Source: an optimization exercise on an open RTL-to-GDS flow (aim: small area, a short achievable clock period and few clock cycles per item). Production flows keep margins and buffers that such runs may drop. Where RTL was checked, it was by simulation tests only, not by an equivalence proof against the original. Power figures rest on the tool's default switching activity, not on a simulated workload.

## green
==> flow/design.v <==
`default_nettype none
package bmem_pkg;
    localparam int WORD_BITS = 32;
    localparam int BEAT_BITS = 64;
    localparam int LINE_BITS = 256;
    localparam int BEATS_PER_LINE = LINE_BITS / BEAT_BITS;
    localparam int WORDS_PER_LINE = LINE_BITS / WORD_BITS;
    localparam int OFFSET_BITS = $clog2(LINE_BITS / 8);
    typedef union packed {
        logic [BEATS_PER_LINE-1:0][BEAT_BITS-1:0] beats;
        logic [WORDS_PER_LINE-1:0][WORD_BITS-1:0] words;
    } line_t;
endpackage
`default_nettype wire
`default_nettype none
module inst_line_buffer
(
    input  wire logic [9:0]   sel_i,
    input  wire logic [255:0] line_i,
    input  wire logic [63:0]  beat_i,
    output logic      [31:0]  word_o
);
    always_comb begin
        word_o = (beat_i[31:0] & {32{sel_i[8]}}) | (beat_i[63:32] & {32{sel_i[9]}});
        for (int k = 0; k < 8; k++) begin
            word_o = word_o | (line_i[32*k +: 32] & {32{sel_i[k]}});
        end
    end
endmodule
`default_nettype wire
`default_nettype none
module bmem_bridge
#(
    parameter int ADDR_W = 32
) (
    input  wire logic                 clk,
    input  wire logic                 rst,
    input  wire logic                 fetch_req_i,
    input  wire logic [ADDR_W-1:0]    fetch_addr_i,
    output logic                      fetch_resp_o,
    output logic      [bmem_pkg::WORD_BITS-1:0] fetch_word_o,
    input  wire logic                 dline_read_i,
    input  wire logic                 dline_write_i,
    input  wire logic [ADDR_W-1:0]    dline_addr_i,
    input  wire logic [bmem_pkg::LINE_BITS-1:0] dline_wdata_i,
    output logic                      dline_resp_o,
    output logic      [bmem_pkg::LINE_BITS-1:0] dline_rdata_o,
    output logic      [ADDR_W-1:0]    bmem_addr_o,
    output logic                      bmem_read_o,
    output logic                      bmem_write_o,
    output logic      [bmem_pkg::BEAT_BITS-1:0] bmem_wdata_o,
    input  wire logic                 bmem_ready_i,
    input  wire logic [bmem_pkg::BEAT_BITS-1:0] bmem_rdata_i,
    input  wire logic                 bmem_rvalid_i
);
    localparam int OFF   = bmem_pkg::OFFSET_BITS;
    localparam int TAG_W = ADDR_W - OFF;
    logic [3:0][63:0]   buf_q;
    logic [TAG_W-1:0]   tag_q;
    logic               iv_q;        
    logic               rd_busy;
    logic               rd_data_q;   
    logic [3:0]         st_q;        
    logic [3:0]         arr_q;
    logic               wr_act_q;
    logic [3:0]         wsel_q;
    logic               rlock_q;
    logic               rlock_data_q;
    logic               f_match;
    logic               f_fill;
    logic [3:0]         f_arr;
    logic               byp_q;
    logic [9:0]         f_sel;
    assign rd_busy = |arr_q;
    assign f_match = iv_q && (tag_q == fetch_addr_i[ADDR_W-1:OFF]);
    assign f_fill  = rd_busy && !rd_data_q;
    assign f_arr   = arr_q & {4{f_fill}};
    always_comb begin
        for (int k = 0; k < 8; k++) begin
            f_sel[k] = (fetch_addr_i[4:2] == 3'(k)) && !byp_q;
        end
        f_sel[8] = !fetch_addr_i[2] && byp_q;
        f_sel[9] = fetch_addr_i[2] && byp_q;
    end
    inst_line_buffer word_sel_i (
        .sel_i  (f_sel),
        .line_i (buf_q),
        .beat_i (bmem_rdata_i),
        .word_o (fetch_word_o)
    );
    assign fetch_resp_o = fetch_req_i && f_match &&
                          (byp_q ? (f_arr[fetch_addr_i[4:3]] && bmem_rvalid_i) : st_q[fetch_addr_i[4:3]]);
    logic               f_miss;
    logic               d_pend;
    logic               g_fetch;
    logic               g_dread;
    logic               g_write;
    logic               a_data;
    logic               fmiss_q;
    logic [5:0]         dwait_q;
    logic               d_rd_ok;
    logic               d_late;
    logic               f_first;
    assign f_miss  = fetch_req_i && !(f_match && ((&st_q) || (st_q[3] && fetch_addr_i[4:3] == 2'd3)));
    assign d_late  = (dwait_q == 6'h3f);
    assign f_first = fmiss_q && !d_late;
    assign d_rd_ok = !fetch_req_i || f_miss || (fetch_addr_i[4:3] == 2'd3) || d_late;
    assign d_pend  = dline_read_i || dline_write_i;
    assign g_fetch = !rd_busy && !wr_act_q && (rlock_q ? !rlock_data_q : (f_miss && (f_first || !d_pend)));
    assign g_write = !rd_busy && (wr_act_q || (!rlock_q && dline_write_i && !f_first));
    assign g_dread = !rd_busy && !wr_act_q && (rlock_q ? rlock_data_q : (dline_read_i && !f_first && d_rd_ok));
    assign a_data  = (d_pend && !f_first && !rlock_q) || wr_act_q || (rlock_q && rlock_data_q);
    assign bmem_read_o  = g_fetch || g_dread;
    assign bmem_write_o = g_write;
    assign bmem_addr_o  = {(a_data ? dline_addr_i[ADDR_W-1:OFF] : fetch_addr_i[ADDR_W-1:OFF]), {OFF{1'b0}}};
    always_comb begin
        bmem_wdata_o = '0;
        for (int k = 0; k < 4; k++) begin
            bmem_wdata_o = bmem_wdata_o | (dline_wdata_i[64*k +: 64] & {64{wsel_q[k]}});
        end
    end
    logic               fill_nx;
    logic [3:0]         st_nx;
    logic [2:0]         f_next_word;
    logic [1:0]         f_tgt_beat;
    assign fill_nx     = (g_fetch && bmem_ready_i) || (f_fill && !(arr_q[3] && bmem_rvalid_i));
    assign st_nx       = (g_fetch && bmem_ready_i) ? 4'd0 : (st_q | (arr_q & {4{bmem_rvalid_i}}));
    assign f_next_word = fetch_addr_i[4:2] + 3'd1;
    assign f_tgt_beat  = fetch_resp_o ? f_next_word[2:1] : fetch_addr_i[4:3];
    logic               last_rbeat;
    logic               last_wbeat;
    assign last_rbeat = arr_q[3] && bmem_rvalid_i;
    assign last_wbeat = wsel_q[3] && bmem_ready_i;
    assign dline_resp_o  = (last_rbeat && rd_data_q) || last_wbeat;
    assign dline_rdata_o = {bmem_rdata_i, buf_q[2], buf_q[1], buf_q[0]};
    always_ff @(posedge clk) begin
        if (rst) begin
            iv_q      <= 1'b0;
            rd_data_q <= 1'b0;
            wr_act_q  <= 1'b0;
            wsel_q    <= 4'd1;
            rlock_q   <= 1'b0;
            rlock_data_q <= 1'b0;
            st_q      <= 4'd0;
            arr_q     <= 4'd0;
            fmiss_q   <= 1'b0;
            dwait_q   <= 6'd0;
            byp_q     <= 1'b0;
        end else begin
            byp_q     <= fill_nx && !st_nx[f_tgt_beat];
            fmiss_q   <= (f_miss && !fetch_resp_o && !(g_fetch && bmem_ready_i)) ||
                         (fetch_resp_o && fetch_addr_i[4:3] == 2'd3);
            if (!d_pend || g_dread || g_write) begin
                dwait_q <= 6'd0;
            end else if (dwait_q != 6'h3f) begin
                dwait_q <= dwait_q + 6'd1;
            end
            if (bmem_read_o) begin
                rlock_q      <= !bmem_ready_i;
                rlock_data_q <= g_dread;
                if (bmem_ready_i) begin
                    rd_data_q <= g_dread;
                    iv_q      <= g_dread ? iv_q : 1'b1;
                    st_q      <= g_dread ? (st_q & 4'b1000) : 4'd0;
                    arr_q     <= 4'd1;
                end
            end
            if (bmem_rvalid_i) begin
                st_q   <= rd_data_q ? st_q : (st_q | arr_q);
                arr_q  <= {arr_q[2:0], 1'b0};
            end
            if (g_write) begin
                wr_act_q <= !last_wbeat;
                if (bmem_ready_i) begin
                    wsel_q <= {wsel_q[2:0], wsel_q[3]};
                end
                if (tag_q == dline_addr_i[ADDR_W-1:OFF]) begin
                    iv_q <= 1'b0;
                end
            end
        end
    end
    always_ff @(posedge clk) begin
        if (g_fetch && bmem_ready_i) begin
            tag_q <= bmem_addr_o[ADDR_W-1:OFF];
        end
        for (int k = 0; k < 4; k++) begin
            if (bmem_rvalid_i && arr_q[k] && !(rd_data_q && k == 3)) begin
                buf_q[k] <= bmem_rdata_i;
            end
        end
    end
endmodule
`default_nettype wire
clock: 5.0 ns
lec_check: 0
cap_margin: 20
core_area: 5 5 225 225
die_area: 0 0 230 230
setup_slack_margin: 2.0
slew_margin: 20
synth_hierarchical: 1
standard.sh (not shown) runs the stock make flow with config.mk's settings and CLKGATE_MAP_FILE= SYNTH_SCRIPT=/design/flow/synth_recipe.tcl, a recipe that flattens the netlist after the stock synthesis.
==> flow/flow/run.sh <==
#!/bin/bash
# Standard layout, with the smallest buffer on every input and output port,
# and without the slow wide OR/NOR cells (on top of the platform's don't-use
# list) in synthesis and repair.
set -euo pipefail
export BUFFER_PORTS_ARGS="-buffer_cell sky130_fd_sc_hd__buf_1"
PLATFORM_DONT_USE="sky130_fd_sc_hd__probe_p_8 sky130_fd_sc_hd__probec_p_8 sky130_fd_sc_hd__lpflow_bleeder_1 sky130_fd_sc_hd__lpflow_clkbufkapwr_1 sky130_fd_sc_hd__lpflow_clkbufkapwr_16 sky130_fd_sc_hd__lpflow_clkbufkapwr_2 sky130_fd_sc_hd__lpflow_clkbufkapwr_4 sky130_fd_sc_hd__lpflow_clkbufkapwr_8 sky130_fd_sc_hd__lpflow_clkinvkapwr_1 sky130_fd_sc_hd__lpflow_clkinvkapwr_16 sky130_fd_sc_hd__lpflow_clkinvkapwr_2 sky130_fd_sc_hd__lpflow_clkinvkapwr_4 sky130_fd_sc_hd__lpflow_clkinvkapwr_8 sky130_fd_sc_hd__lpflow_decapkapwr_12 sky130_fd_sc_hd__lpflow_decapkapwr_3 sky130_fd_sc_hd__lpflow_decapkapwr_4 sky130_fd_sc_hd__lpflow_decapkapwr_6 sky130_fd_sc_hd__lpflow_decapkapwr_8 sky130_fd_sc_hd__lpflow_inputiso0n_1 sky130_fd_sc_hd__lpflow_inputiso0p_1 sky130_fd_sc_hd__lpflow_inputiso1n_1 sky130_fd_sc_hd__lpflow_inputiso1p_1 sky130_fd_sc_hd__lpflow_inputisolatch_1 sky130_fd_sc_hd__lpflow_isobufsrc_1 sky130_fd_sc_hd__lpflow_isobufsrc_16 sky130_fd_sc_hd__lpflow_isobufsrc_2 sky130_fd_sc_hd__lpflow_isobufsrc_4 sky130_fd_sc_hd__lpflow_isobufsrc_8 sky130_fd_sc_hd__lpflow_isobufsrckapwr_16 sky130_fd_sc_hd__lpflow_lsbuf_lh_hl_isowell_tap_1 sky130_fd_sc_hd__lpflow_lsbuf_lh_hl_isowell_tap_2 sky130_fd_sc_hd__lpflow_lsbuf_lh_hl_isowell_tap_4 sky130_fd_sc_hd__lpflow_lsbuf_lh_isowell_4 sky130_fd_sc_hd__lpflow_lsbuf_lh_isowell_tap_1 sky130_fd_sc_hd__lpflow_lsbuf_lh_isowell_tap_2 sky130_fd_sc_hd__lpflow_lsbuf_lh_isowell_tap_4 sky130_fd_sc_hd__fill_1 sky130_fd_sc_hd__fill_2 sky130_fd_sc_hd__fill_4 sky130_fd_sc_hd__fill_8 "
SLOW="sky130_fd_sc_hd__or3_1 sky130_fd_sc_hd__or3_2 sky130_fd_sc_hd__or3_4 sky130_fd_sc_hd__or3b_1 sky130_fd_sc_hd__or3b_2 sky130_fd_sc_hd__or3b_4 sky130_fd_sc_hd__or4_1 sky130_fd_sc_hd__or4_2 sky130_fd_sc_hd__or4_4 sky130_fd_sc_hd__or4b_1 sky130_fd_sc_hd__or4b_2 sky130_fd_sc_hd__or4b_4 sky130_fd_sc_hd__or4bb_1 sky130_fd_sc_hd__or4bb_2 sky130_fd_sc_hd__or4bb_4 sky130_fd_sc_hd__nor4_1 sky130_fd_sc_hd__nor4_2 sky130_fd_sc_hd__nor4_4 sky130_fd_sc_hd__nor4b_1 sky130_fd_sc_hd__nor4b_2 sky130_fd_sc_hd__nor4b_4 sky130_fd_sc_hd__nor4bb_1 sky130_fd_sc_hd__nor4bb_2 sky130_fd_sc_hd__nor4bb_4"
bash standard.sh "DONT_USE_CELLS=$PLATFORM_DONT_USE $SLOW" finish > standard_flow.log 2>&1
In summary, green completed successfully, with a layout that passed the timing, DRC and antenna checks.
Modified inputs, orange compared to green
-- flow/design.v --
<<< green, line 68
    logic               rlock_data_q;
    logic               f_match;
    logic               f_fill;
    logic [3:0]         f_arr;
    logic               byp_q;
    logic [9:0]         f_sel;
    assign rd_busy = |arr_q;
    assign f_match = iv_q && (tag_q == fetch_addr_i[ADDR_W-1:OFF]);
    assign f_fill  = rd_busy && !rd_data_q;
    assign f_arr   = arr_q & {4{f_fill}};
    always_comb begin
        for (int k = 0; k < 8; k++) begin
            f_sel[k] = (fetch_addr_i[4:2] == 3'(k)) && !byp_q;
        end
        f_sel[8] = !fetch_addr_i[2] && byp_q;
        f_sel[9] = fetch_addr_i[2] && byp_q;
    end
    inst_line_buffer word_sel_i (
>>> orange, line 68
    logic               rlock_data_q;
    logic               f_match;
    logic [3:0]         f_ok;
    logic [9:0]         f_sel;
    assign rd_busy = |arr_q;
    assign f_match = iv_q && (tag_q == fetch_addr_i[ADDR_W-1:OFF]);
    assign f_ok    = st_q | (arr_q & {4{bmem_rvalid_i && !rd_data_q}});
    always_comb begin
        for (int k = 0; k < 8; k++) begin
            f_sel[k] = (fetch_addr_i[4:2] == 3'(k)) && st_q[k/2];
        end
        f_sel[8] = !fetch_addr_i[2] && !st_q[fetch_addr_i[4:3]];
        f_sel[9] = fetch_addr_i[2] && !st_q[fetch_addr_i[4:3]];
    end
    inst_line_buffer word_sel_i (
<<< green, line 89
        .word_o (fetch_word_o)
    );
    assign fetch_resp_o = fetch_req_i && f_match &&
                          (byp_q ? (f_arr[fetch_addr_i[4:3]] && bmem_rvalid_i) : st_q[fetch_addr_i[4:3]]);
    logic               f_miss;
    logic               d_pend;
>>> orange, line 86
        .word_o (fetch_word_o)
    );
    assign fetch_resp_o = fetch_req_i && f_match && f_ok[fetch_addr_i[4:3]];
    logic               f_miss;
    logic               d_pend;
<<< green, line 120
        end
    end
    logic               fill_nx;
    logic [3:0]         st_nx;
    logic [2:0]         f_next_word;
    logic [1:0]         f_tgt_beat;
    assign fill_nx     = (g_fetch && bmem_ready_i) || (f_fill && !(arr_q[3] && bmem_rvalid_i));
    assign st_nx       = (g_fetch && bmem_ready_i) ? 4'd0 : (st_q | (arr_q & {4{bmem_rvalid_i}}));
    assign f_next_word = fetch_addr_i[4:2] + 3'd1;
    assign f_tgt_beat  = fetch_resp_o ? f_next_word[2:1] : fetch_addr_i[4:3];
    logic               last_rbeat;
    logic               last_wbeat;
>>> orange, line 116
        end
    end
    logic               last_rbeat;
    logic               last_wbeat;
<<< green, line 146
            fmiss_q   <= 1'b0;
            dwait_q   <= 6'd0;
            byp_q     <= 1'b0;
        end else begin
            byp_q     <= fill_nx && !st_nx[f_tgt_beat];
            fmiss_q   <= (f_miss && !fetch_resp_o && !(g_fetch && bmem_ready_i)) ||
                         (fetch_resp_o && fetch_addr_i[4:3] == 2'd3);
>>> orange, line 134
            fmiss_q   <= 1'b0;
            dwait_q   <= 6'd0;
        end else begin
            fmiss_q   <= (f_miss && !fetch_resp_o && !(g_fetch && bmem_ready_i)) ||
                         (fetch_resp_o && fetch_addr_i[4:3] == 2'd3);
Findings:
green went all the way through the flow, and no timing, DRC or antenna check failed. Looking at the reports, orange completed the entire flow and the layout it produced met the timing, DRC and antenna checks. On via count: between orange and green, it ends up lower for orange. [compare] base=green new=orange: maximum net fanout on the critical path went up 10; met2 usage held. Re final setup slack of the worst path: green was higher than orange. Cell area after placement in orange is 330 um2 below green. When orange is measured against green, its total power turns out 2.6% higher. Between orange and green, the difference in number of ports placed on the die boundary is negligible. Xor/xnor cell area share of the yosys netlist: orange vs green, no meaningful difference. orange vs green, clock network contribution to total cell area went up by 0.23 points. Diff orange and green: critical path buffer and inverter count higher in orange. Diff orange and green: share of total power in the clock network lower in orange. When the final numbers for orange and green were put side by side, the number of instances resized during post-cts repair turned out to be greater in orange. For total combinational power, dividing the value from green by the value from orange gives 0.926.
No functional check of the RTL was part of any run of this note.

========
bmem_bridge, a different RTL version from the one above (not shown whole).
Size: ~1100 cells after synthesis, roughly 310 flip-flops, about 780 I/O pins.
==> module bmem_bridge, before the edit <==
module bmem_bridge
#(
    parameter int ADDR_W = 32
) (
    input  wire logic                 clk,
    input  wire logic                 rst,
    input  wire logic                 fetch_req_i,
    input  wire logic [ADDR_W-1:0]    fetch_addr_i,
    output logic                      fetch_resp_o,
    output logic      [bmem_pkg::WORD_BITS-1:0] fetch_word_o,
    input  wire logic                 dline_read_i,
    input  wire logic                 dline_write_i,
    input  wire logic [ADDR_W-1:0]    dline_addr_i,
    input  wire logic [bmem_pkg::LINE_BITS-1:0] dline_wdata_i,
    output logic                      dline_resp_o,
    output logic      [bmem_pkg::LINE_BITS-1:0] dline_rdata_o,
    output logic      [ADDR_W-1:0]    bmem_addr_o,
    output logic                      bmem_read_o,
    output logic                      bmem_write_o,
    output logic      [bmem_pkg::BEAT_BITS-1:0] bmem_wdata_o,
    input  wire logic                 bmem_ready_i,
    input  wire logic [bmem_pkg::BEAT_BITS-1:0] bmem_rdata_i,
    input  wire logic                 bmem_rvalid_i
);
    localparam int OFF   = bmem_pkg::OFFSET_BITS;
    localparam int TAG_W = ADDR_W - OFF;
    logic [3:0][63:0]   buf_q;
    logic [TAG_W-1:0]   tag_q;
    logic               iv_q;        
    logic               rd_busy;
    logic               rd_data_q;   
    logic [3:0]         st_q;        
    logic [3:0]         arr_q;
    logic               wr_act_q;
    logic [3:0]         wsel_q;
    logic               rlock_q;
    logic               rlock_data_q;
    logic               f_match;
    logic [3:0]         f_ok;
    logic [63:0]        f_beat;
    logic [31:0]        f_buf_word;
    logic [31:0]        f_bus_word;
    assign rd_busy = |arr_q;
    assign f_match = iv_q && (tag_q == fetch_addr_i[ADDR_W-1:OFF]);
    assign f_ok    = st_q | (arr_q & {4{bmem_rvalid_i && !rd_data_q}});
    assign f_beat     = buf_q[fetch_addr_i[4:3]];
    assign f_buf_word = fetch_addr_i[2] ? f_beat[63:32] : f_beat[31:0];
    assign f_bus_word = fetch_addr_i[2] ? bmem_rdata_i[63:32] : bmem_rdata_i[31:0];
    assign fetch_resp_o = fetch_req_i && f_match && f_ok[fetch_addr_i[4:3]];
    assign fetch_word_o = st_q[fetch_addr_i[4:3]] ? f_buf_word : f_bus_word;
    logic               f_miss;
    logic               d_pend;
    logic               g_fetch;
    logic               g_dread;
    logic               g_write;
    logic               a_data;
    logic               fmiss_q;
    logic [5:0]         dwait_q;
    logic               d_rd_ok;
    logic               d_late;
    logic               f_first;
    assign f_miss  = fetch_req_i && !(f_match && st_q[fetch_addr_i[4:3]]);
    assign d_late  = (dwait_q == 6'h3f);
    assign f_first = fmiss_q && !d_late;
    assign d_rd_ok = !fetch_req_i || f_miss || (fetch_addr_i[4:3] == 2'd3) || d_late;
    assign d_pend  = dline_read_i || dline_write_i;
    assign g_fetch = !rd_busy && !wr_act_q && (rlock_q ? !rlock_data_q : (f_miss && (f_first || !d_pend)));
    assign g_write = !rd_busy && (wr_act_q || (!rlock_q && dline_write_i && !f_first));
    assign g_dread = !rd_busy && !wr_act_q && (rlock_q ? rlock_data_q : (dline_read_i && !f_first && d_rd_ok));
    assign a_data  = (d_pend && !f_first && !rlock_q) || wr_act_q || (rlock_q && rlock_data_q);
    assign bmem_read_o  = g_fetch || g_dread;
    assign bmem_write_o = g_write;
    assign bmem_addr_o  = {(a_data ? dline_addr_i[ADDR_W-1:OFF] : fetch_addr_i[ADDR_W-1:OFF]), {OFF{1'b0}}};
    always_comb begin
        bmem_wdata_o = '0;
        for (int k = 0; k < 4; k++) begin
            bmem_wdata_o = bmem_wdata_o | (dline_wdata_i[64*k +: 64] & {64{wsel_q[k]}});
        end
    end
    logic               last_rbeat;
    logic               last_wbeat;
    assign last_rbeat = arr_q[3] && bmem_rvalid_i;
    assign last_wbeat = wsel_q[3] && bmem_ready_i;
    assign dline_resp_o  = (last_rbeat && rd_data_q) || last_wbeat;
    assign dline_rdata_o = {bmem_rdata_i, buf_q[2], buf_q[1], buf_q[0]};
    always_ff @(posedge clk) begin
        if (rst) begin
            iv_q      <= 1'b0;
            rd_data_q <= 1'b0;
            wr_act_q  <= 1'b0;
            wsel_q    <= 4'd1;
            rlock_q   <= 1'b0;
            rlock_data_q <= 1'b0;
            st_q      <= 4'd0;
            arr_q     <= 4'd0;
            fmiss_q   <= 1'b0;
            dwait_q   <= 6'd0;
        end else begin
            fmiss_q   <= (f_miss && !fetch_resp_o && !(g_fetch && bmem_ready_i)) ||
                         (fetch_resp_o && fetch_addr_i[4:3] == 2'd3);
            if (!d_pend || g_dread || g_write) begin
                dwait_q <= 6'd0;
            end else if (dwait_q != 6'h3f) begin
                dwait_q <= dwait_q + 6'd1;
            end
            if (bmem_read_o) begin
                rlock_q      <= !bmem_ready_i;
                rlock_data_q <= g_dread;
                if (bmem_ready_i) begin
                    rd_data_q <= g_dread;
                    iv_q      <= g_dread ? iv_q : 1'b1;
                    st_q      <= g_dread ? (st_q & 4'b1000) : 4'd0;
                    arr_q     <= 4'd1;
                end
            end
            if (bmem_rvalid_i) begin
                st_q   <= rd_data_q ? st_q : (st_q | arr_q);
                arr_q  <= {arr_q[2:0], 1'b0};
            end
            if (g_write) begin
                wr_act_q <= !last_wbeat;
                if (bmem_ready_i) begin
                    wsel_q <= {wsel_q[2:0], wsel_q[3]};
                end
                if (tag_q == dline_addr_i[ADDR_W-1:OFF]) begin
                    iv_q <= 1'b0;
                end
            end
        end
    end
    always_ff @(posedge clk) begin
        if (g_fetch && bmem_ready_i) begin
            tag_q <= bmem_addr_o[ADDR_W-1:OFF];
        end
        for (int k = 0; k < 4; k++) begin
            if (bmem_rvalid_i && arr_q[k] && !(rd_data_q && k == 3)) begin
                buf_q[k] <= bmem_rdata_i;
            end
        end
    end
endmodule
Settings: LEC_CHECK=0, CAP_MARGIN=20, CORE_AREA=5 5 225 225, DIE_AREA=0 0 230 230, SETUP_SLACK_MARGIN=2.0, SLEW_MARGIN=20; clock period 5.0 ns.
Scripts as last shown in full above: flow/flow/run.sh
Testbench counts at the start, summed over its fixed seeds: cycles 5,809, items 2,640.
Next try:
--- a/flow/design.v
+++ b/flow/design.v
@@ -51,18 +51,22 @@
     logic               rlock_q;
     logic               rlock_data_q;
     logic               f_match;
-    logic [3:0]         f_ok;
+    logic               f_fill;
+    logic [3:0]         f_arr;
+    logic               byp_q;
     logic [63:0]        f_beat;
     logic [31:0]        f_buf_word;
     logic [31:0]        f_bus_word;
     assign rd_busy = |arr_q;
     assign f_match = iv_q && (tag_q == fetch_addr_i[ADDR_W-1:OFF]);
-    assign f_ok    = st_q | (arr_q & {4{bmem_rvalid_i && !rd_data_q}});
+    assign f_fill  = rd_busy && !rd_data_q;
+    assign f_arr   = arr_q & {4{f_fill}};
     assign f_beat     = buf_q[fetch_addr_i[4:3]];
     assign f_buf_word = fetch_addr_i[2] ? f_beat[63:32] : f_beat[31:0];
     assign f_bus_word = fetch_addr_i[2] ? bmem_rdata_i[63:32] : bmem_rdata_i[31:0];
-    assign fetch_resp_o = fetch_req_i && f_match && f_ok[fetch_addr_i[4:3]];
-    assign fetch_word_o = st_q[fetch_addr_i[4:3]] ? f_buf_word : f_bus_word;
+    assign fetch_resp_o = fetch_req_i && f_match &&
+                          (byp_q ? (f_arr[fetch_addr_i[4:3]] && bmem_rvalid_i) : st_q[fetch_addr_i[4:3]]);
+    assign fetch_word_o = byp_q ? f_bus_word : f_buf_word;
     logic               f_miss;
     logic               d_pend;
     logic               g_fetch;
@@ -74,7 +78,7 @@
     logic               d_rd_ok;
     logic               d_late;
     logic               f_first;
-    assign f_miss  = fetch_req_i && !(f_match && st_q[fetch_addr_i[4:3]]);
+    assign f_miss  = fetch_req_i && !(f_match && ((&st_q) || (st_q[3] && fetch_addr_i[4:3] == 2'd3)));
     assign d_late  = (dwait_q == 6'h3f);
     assign f_first = fmiss_q && !d_late;
     assign d_rd_ok = !fetch_req_i || f_miss || (fetch_addr_i[4:3] == 2'd3) || d_late;
@@ -92,6 +96,14 @@
             bmem_wdata_o = bmem_wdata_o | (dline_wdata_i[64*k +: 64] & {64{wsel_q[k]}});
         end
     end
+    logic               fill_nx;
+    logic [3:0]         st_nx;
+    logic [2:0]         f_next_word;
+    logic [1:0]         f_tgt_beat;
+    assign fill_nx     = (g_fetch && bmem_ready_i) || (f_fill && !(arr_q[3] && bmem_rvalid_i));
+    assign st_nx       = (g_fetch && bmem_ready_i) ? 4'd0 : (st_q | (arr_q & {4{bmem_rvalid_i}}));
+    assign f_next_word = fetch_addr_i[4:2] + 3'd1;
+    assign f_tgt_beat  = fetch_resp_o ? f_next_word[2:1] : fetch_addr_i[4:3];
     logic               last_rbeat;
     logic               last_wbeat;
     assign last_rbeat = arr_q[3] && bmem_rvalid_i;
@@ -110,7 +122,9 @@
             arr_q     <= 4'd0;
             fmiss_q   <= 1'b0;
             dwait_q   <= 6'd0;
+            byp_q     <= 1'b0;
         end else begin
+            byp_q     <= fill_nx && !st_nx[f_tgt_beat];
             fmiss_q   <= (f_miss && !fetch_resp_o && !(g_fetch && bmem_ready_i)) ||
                          (fetch_resp_o && fetch_addr_i[4:3] == 2'd3);
             if (!d_pend || g_dread || g_write) begin
Effect: The changed run completed without violations. Hold slack improved by 0.0082 ns. Total power rises by about 4.4%. Final cell count rose by 2.1%. Count of clock-buffer cells in the layout grows by 10. Die area does not change.
The RTL of the second run of this note was laid out without a check of its function.

-- re-timing with driven ports --
How much do the figures lean on ideal ports? The routed layouts below were timed once more, with nothing changed but the port constraints. Step 1 sets driving cells, clkbuf_16 on the clock port and buf_2 on the other inputs (assumed; they add their load-dependent delay and slew). Step 2 also shifts input and output timing later by t, the mid clock arrival at the registers, as if the neighbouring blocks saw the same clock. Slacks: ideal ports / drivers / drivers and shift; pairs: ideal ports / drivers.
| run | t, ns | setup slack, ns | cell pins on the clock port's net |
|---|---|---|---|
| green | 0.579 | 1.492 / 1.367 / 1.367 | 1 |
| orange | 0.587 | 1.466 / 1.370 / 1.370 | 1 |
| the first run of note 2 | 0.617 | 1.409 / 1.301 / 1.301 | 1 |
| the second run of note 2 | 0.588 | 1.402 / 1.266 / 1.266 | 1 |
After both steps every run listed still meets setup and hold. For the second run of note 2, which loses most, drivers alone change the setup slack by -0.136 ns; drivers and shift together by -0.136 ns.
